Source: an optimization exercise on an open RTL-to-GDS flow (aim: small area, a short achievable clock period and few clock cycles). Production flows keep margins and buffers that such runs may drop. Function was checked by simulation only, so behaviour that the tests miss may differ from the original. Power is estimated from default activity; no workload was simulated.

## ap_top
module ap_top
(
  input  logic                     clock,
  input  logic                     rst,
  input  logic                     req_write,
  input  logic [1:0]               req_col,
  input  logic [4-1:0]  req_row,
  input  logic [8-1:0] req_data,
  input  logic                     req_valid,
  output logic                     req_ready,
  output logic [9-1:0]  rsp_data,
  output logic                     rsp_valid,
  input  logic [2:0]               op,
  input  logic                     op_valid,
  output logic                     op_ready,
  output logic                     op_done
);
  localparam int ROWS = 16;
  localparam int W    = 8;
  localparam int CW   = 9;
  logic [W-1:0]  mem_a [ROWS];
  logic [W-1:0]  mem_b [ROWS];
  logic [CW-1:0] mem_c [ROWS];
  logic [ROWS-1:0] lazy;           
  logic [3:0] tt_q;
  logic       add_q;
  logic in_op;
  logic idle;
  logic                    wq_v;
  logic                    wq_mat;
  logic [1:0]              wq_col;
  logic [4-1:0] wq_row;
  logic [W-1:0]            wq_data;
  logic [CW-1:0] rsp_q;
  logic accept, wr, rd, op_acc;
  logic wq_a, wq_b, wq_c;
  logic hit, mat_hit;
  logic [W-1:0]  a_r;
  logic [W-1:0]  b_r;
  logic [CW-1:0] c_r;
  logic          lz_r;
  logic          use_alu;
  logic [CW-1:0] alu;
  logic [CW-1:0] other;
  logic [CW-1:0] rsp_d;
  logic [CW-1:0] wd_c;
  logic [3:0]    tt_d;
  assign req_ready = idle;
  assign op_ready  = idle && !req_valid;
  assign op_done   = in_op;
  assign rsp_data  = rsp_q;
  assign accept = req_valid && idle;
  assign wr     = accept && req_write;
  assign rd     = accept && !req_write;
  assign op_acc = op_valid && idle && !req_valid && !rst;
  logic [3:0]    lo_sel;
  logic [3:0]    hi_sel;
  logic [W-1:0]  ga [4];
  logic [W-1:0]  gb [4];
  logic [CW-1:0] gc [4];
  logic [3:0]    gl;
  assign lo_sel = 4'(1) << req_row[1:0];
  assign hi_sel = 4'(1) << req_row[3:2];
  always_comb begin
  ...
Size: about 450 flip-flops, roughly 35 I/O pins, about 19,000 um2 of cells after synthesis.
==> flow/config.mk <==
export PLATFORM = sky130hd
export DESIGN_NAME = ap_top
export DESIGN_NICKNAME = ap_top
export VERILOG_FILES = /design/flow/design.v
export SDC_FILE = /design/flow/constraint.sdc
export NUM_CORES = 4
export LEC_CHECK = 0
export ABC_AREA = 1
export CAP_MARGIN = 20
export CORE_MARGIN = 2
export CORE_UTILIZATION = 40
export SETUP_SLACK_MARGIN = 2.7
export SLEW_MARGIN = 60
==> flow/constraint.sdc <==
create_clock -name core_clock -period 5.0 [get_ports {clock}]
set_input_delay 1.0000 -clock core_clock [delete_from_list [all_inputs] [get_ports {clock}]]
set_output_delay 1.0000 -clock core_clock [all_outputs]
set_load 0.01 [all_outputs]
standard.sh (not shown) runs the stock make flow with config.mk's settings and CLKGATE_MAP_FILE= SYNTH_SCRIPT=/design/flow/synth_recipe.tcl, a recipe that flattens the netlist after the stock synthesis.
==> flow/flow/run.sh <==
#!/bin/bash
# The standard layout (standard.sh) with these settings changed:
# - ports are buffered with buf_4 rather than the delay-cell buffer that
#   buffer_ports picks by default (every port still gets its buffer);
# - gate sizing may change a cell's footprint (the platform holds it to the
#   same footprint by default), so timing repair can upsize weak drivers;
# - clock tree synthesis adds no dummy loads and clusters up to 24 sinks
#   within 80 um under each leaf buffer (ORFS's defaults otherwise).
# All of make's output goes to standard.log; ORFS's own logs stay in orfs/logs.
set -o pipefail
bash standard.sh MATCH_CELL_FOOTPRINT=0 \
  "BUFFER_PORTS_ARGS=-buffer_cell sky130_fd_sc_hd__buf_4" \
  "CTS_ARGS=-sink_clustering_enable -repair_clock_nets -dont_use_dummy_load -sink_clustering_size 24 -sink_clustering_max_diameter 80" \
  finish > standard.log 2>&1
Testbench counts at the start, summed over its fixed seeds: cycles 2,696.
Change:
==> flow/flow/run.sh (replaced) <==
#!/bin/bash
# The standard layout (standard.sh) with three settings changed:
# - ports are buffered with buf_4 rather than the delay-cell buffer that
#   buffer_ports picks by default (every port still gets its buffer);
# - gate sizing may change a cell's footprint (the platform holds it to the
#   same footprint by default), so timing repair can upsize weak drivers;
# - clock tree synthesis adds no dummy loads (the clock tree is otherwise
#   built with ORFS's default arguments).
# All of make's output goes to standard.log; ORFS's own logs stay in orfs/logs.
set -o pipefail
bash standard.sh MATCH_CELL_FOOTPRINT=0 \
  "BUFFER_PORTS_ARGS=-buffer_cell sky130_fd_sc_hd__buf_4" \
  "CTS_ARGS=-sink_clustering_enable -repair_clock_nets -dont_use_dummy_load" \
  finish > standard.log 2>&1
Settings changed: SETUP_SLACK_MARGIN 2.7 to 2.3, SLEW_MARGIN 60 to 20.
The new run passed the timing, design-rule and antenna checks. Synthesized cell count stays the same. Design area is lower by 3.0%. Die area is unchanged. Synthesized area is unchanged. Setup slack loses 140 ps. Global-route usage went down by 0.39 points.
Change:
==> flow/flow/run.sh (replaced) <==
#!/bin/bash
# The standard layout (standard.sh) with these settings changed:
# - ports are buffered with buf_4 rather than the delay-cell buffer that
#   buffer_ports picks by default (every port still gets its buffer);
# - gate sizing may change a cell's footprint (the platform holds it to the
#   same footprint by default), so timing repair can upsize weak drivers;
# - clock tree synthesis adds no dummy loads and clusters up to 30 sinks
#   within 100 um under each leaf buffer (ORFS's defaults otherwise).
# All of make's output goes to standard.log; ORFS's own logs stay in orfs/logs.
set -o pipefail
bash standard.sh MATCH_CELL_FOOTPRINT=0 \
  "BUFFER_PORTS_ARGS=-buffer_cell sky130_fd_sc_hd__buf_4" \
  "CTS_ARGS=-sink_clustering_enable -repair_clock_nets -dont_use_dummy_load -sink_clustering_size 30 -sink_clustering_max_diameter 100" \
  finish > standard.log 2>&1
Settings changed: CORE_UTILIZATION 40 to 55, SETUP_SLACK_MARGIN 2.3 to 2.6, SLEW_MARGIN 20 to 60.
What happened:
- fmax came out higher by 6.4%
- area after synthesis does not change
- critical path depth came out higher by 14
- utilization came out higher by 18 points
- global-route usage came out higher by 9.8 points
- worst setup slack improves by 160 ps
- cell area came out higher by 0.72%
Change:
==> flow/flow/run.sh (replaced) <==
#!/bin/bash
# The standard layout (standard.sh) with three settings changed:
# - ports are buffered with buf_4 rather than the delay-cell buffer that
#   buffer_ports picks by default (every port still gets its buffer);
# - gate sizing may change a cell's footprint (the platform holds it to the
#   same footprint by default), so timing repair can upsize weak drivers;
# - clock tree synthesis adds no dummy loads (the clock tree is otherwise
#   built with ORFS's default arguments).
# All of make's output goes to standard.log; ORFS's own logs stay in orfs/logs.
set -o pipefail
bash standard.sh MATCH_CELL_FOOTPRINT=0 \
  "BUFFER_PORTS_ARGS=-buffer_cell sky130_fd_sc_hd__buf_4" \
  "CTS_ARGS=-sink_clustering_enable -repair_clock_nets -dont_use_dummy_load" \
  finish > standard.log 2>&1
Settings changed: CORE_UTILIZATION 55 to 40, SETUP_SLACK_MARGIN 2.6 to 2.7.
Result: The changed run went through all stages and came out clean. Clock power rises by 65%. Synthesized cell count stays the same. Non-clock buffer count rises by 14. Die area rises by 37%. Design area rises by 6.2%.
Change:
==> flow/flow/run.sh (replaced) <==
#!/bin/bash
# The standard layout (standard.sh) with two resizer settings changed:
# - ports are buffered with buf_4 rather than the delay-cell buffer that
#   buffer_ports picks by default (every port still gets its buffer);
# - gate sizing may change a cell's footprint (the platform holds it to the
#   same footprint by default), so timing repair can upsize weak drivers.
# All of make's output goes to standard.log; ORFS's own logs stay in orfs/logs.
set -o pipefail
bash standard.sh MATCH_CELL_FOOTPRINT=0 "BUFFER_PORTS_ARGS=-buffer_cell sky130_fd_sc_hd__buf_4" finish > standard.log 2>&1
Settings changed: SETUP_SLACK_MARGIN 2.7 to 2.3, SLEW_MARGIN 60 to 20.
Result: The changed run completed with no timing, DRC or antenna violations. Worst hold slack hardly moves. Worst setup slack degrades by 150 ps. Maximum frequency went down by about 5.5%. Power rises by about 4.5%.

==> static timing again, ports no longer ideal <==
In the flow no input, the clock included, has a driving cell. The finished layouts below were timed again as built, in two steps.
Step 1: set_driving_cell puts a clkbuf_16 on clock and a buf_2 on each other input, an assumption about the parent block.
Step 2, shift: input delay + t, output delay - t, t = (earliest + latest rising clock arrival at the registers) / 2. This alone moves slack from input paths to output paths.
Three values: ideal ports, drivers, drivers and shift; two values: the first two.
run	shift t [ns]	setup slack, ns	worst setup path after step 2	slew at the worst register clock pin (ns)
the first run	0.623	2.510 / 2.398 / 1.774	input to register	0.10 / 0.10
the second run	0.618	2.371 / 2.313 / 1.695	input to register	0.06 / 0.06
the third run	0.602	2.528 / 2.368 / 1.766	input to register	0.12 / 0.12
the fourth run	0.617	2.505 / 2.351 / 1.733	input to register	0.06 / 0.06
the fifth run	0.645	2.360 / 2.343 / 1.698	input to register	0.06 / 0.06
After both steps setup and hold are still met in every run listed. The setup slack of the fourth run, which loses most, moves by -0.154 ns with the drivers and by -0.772 ns with both steps.
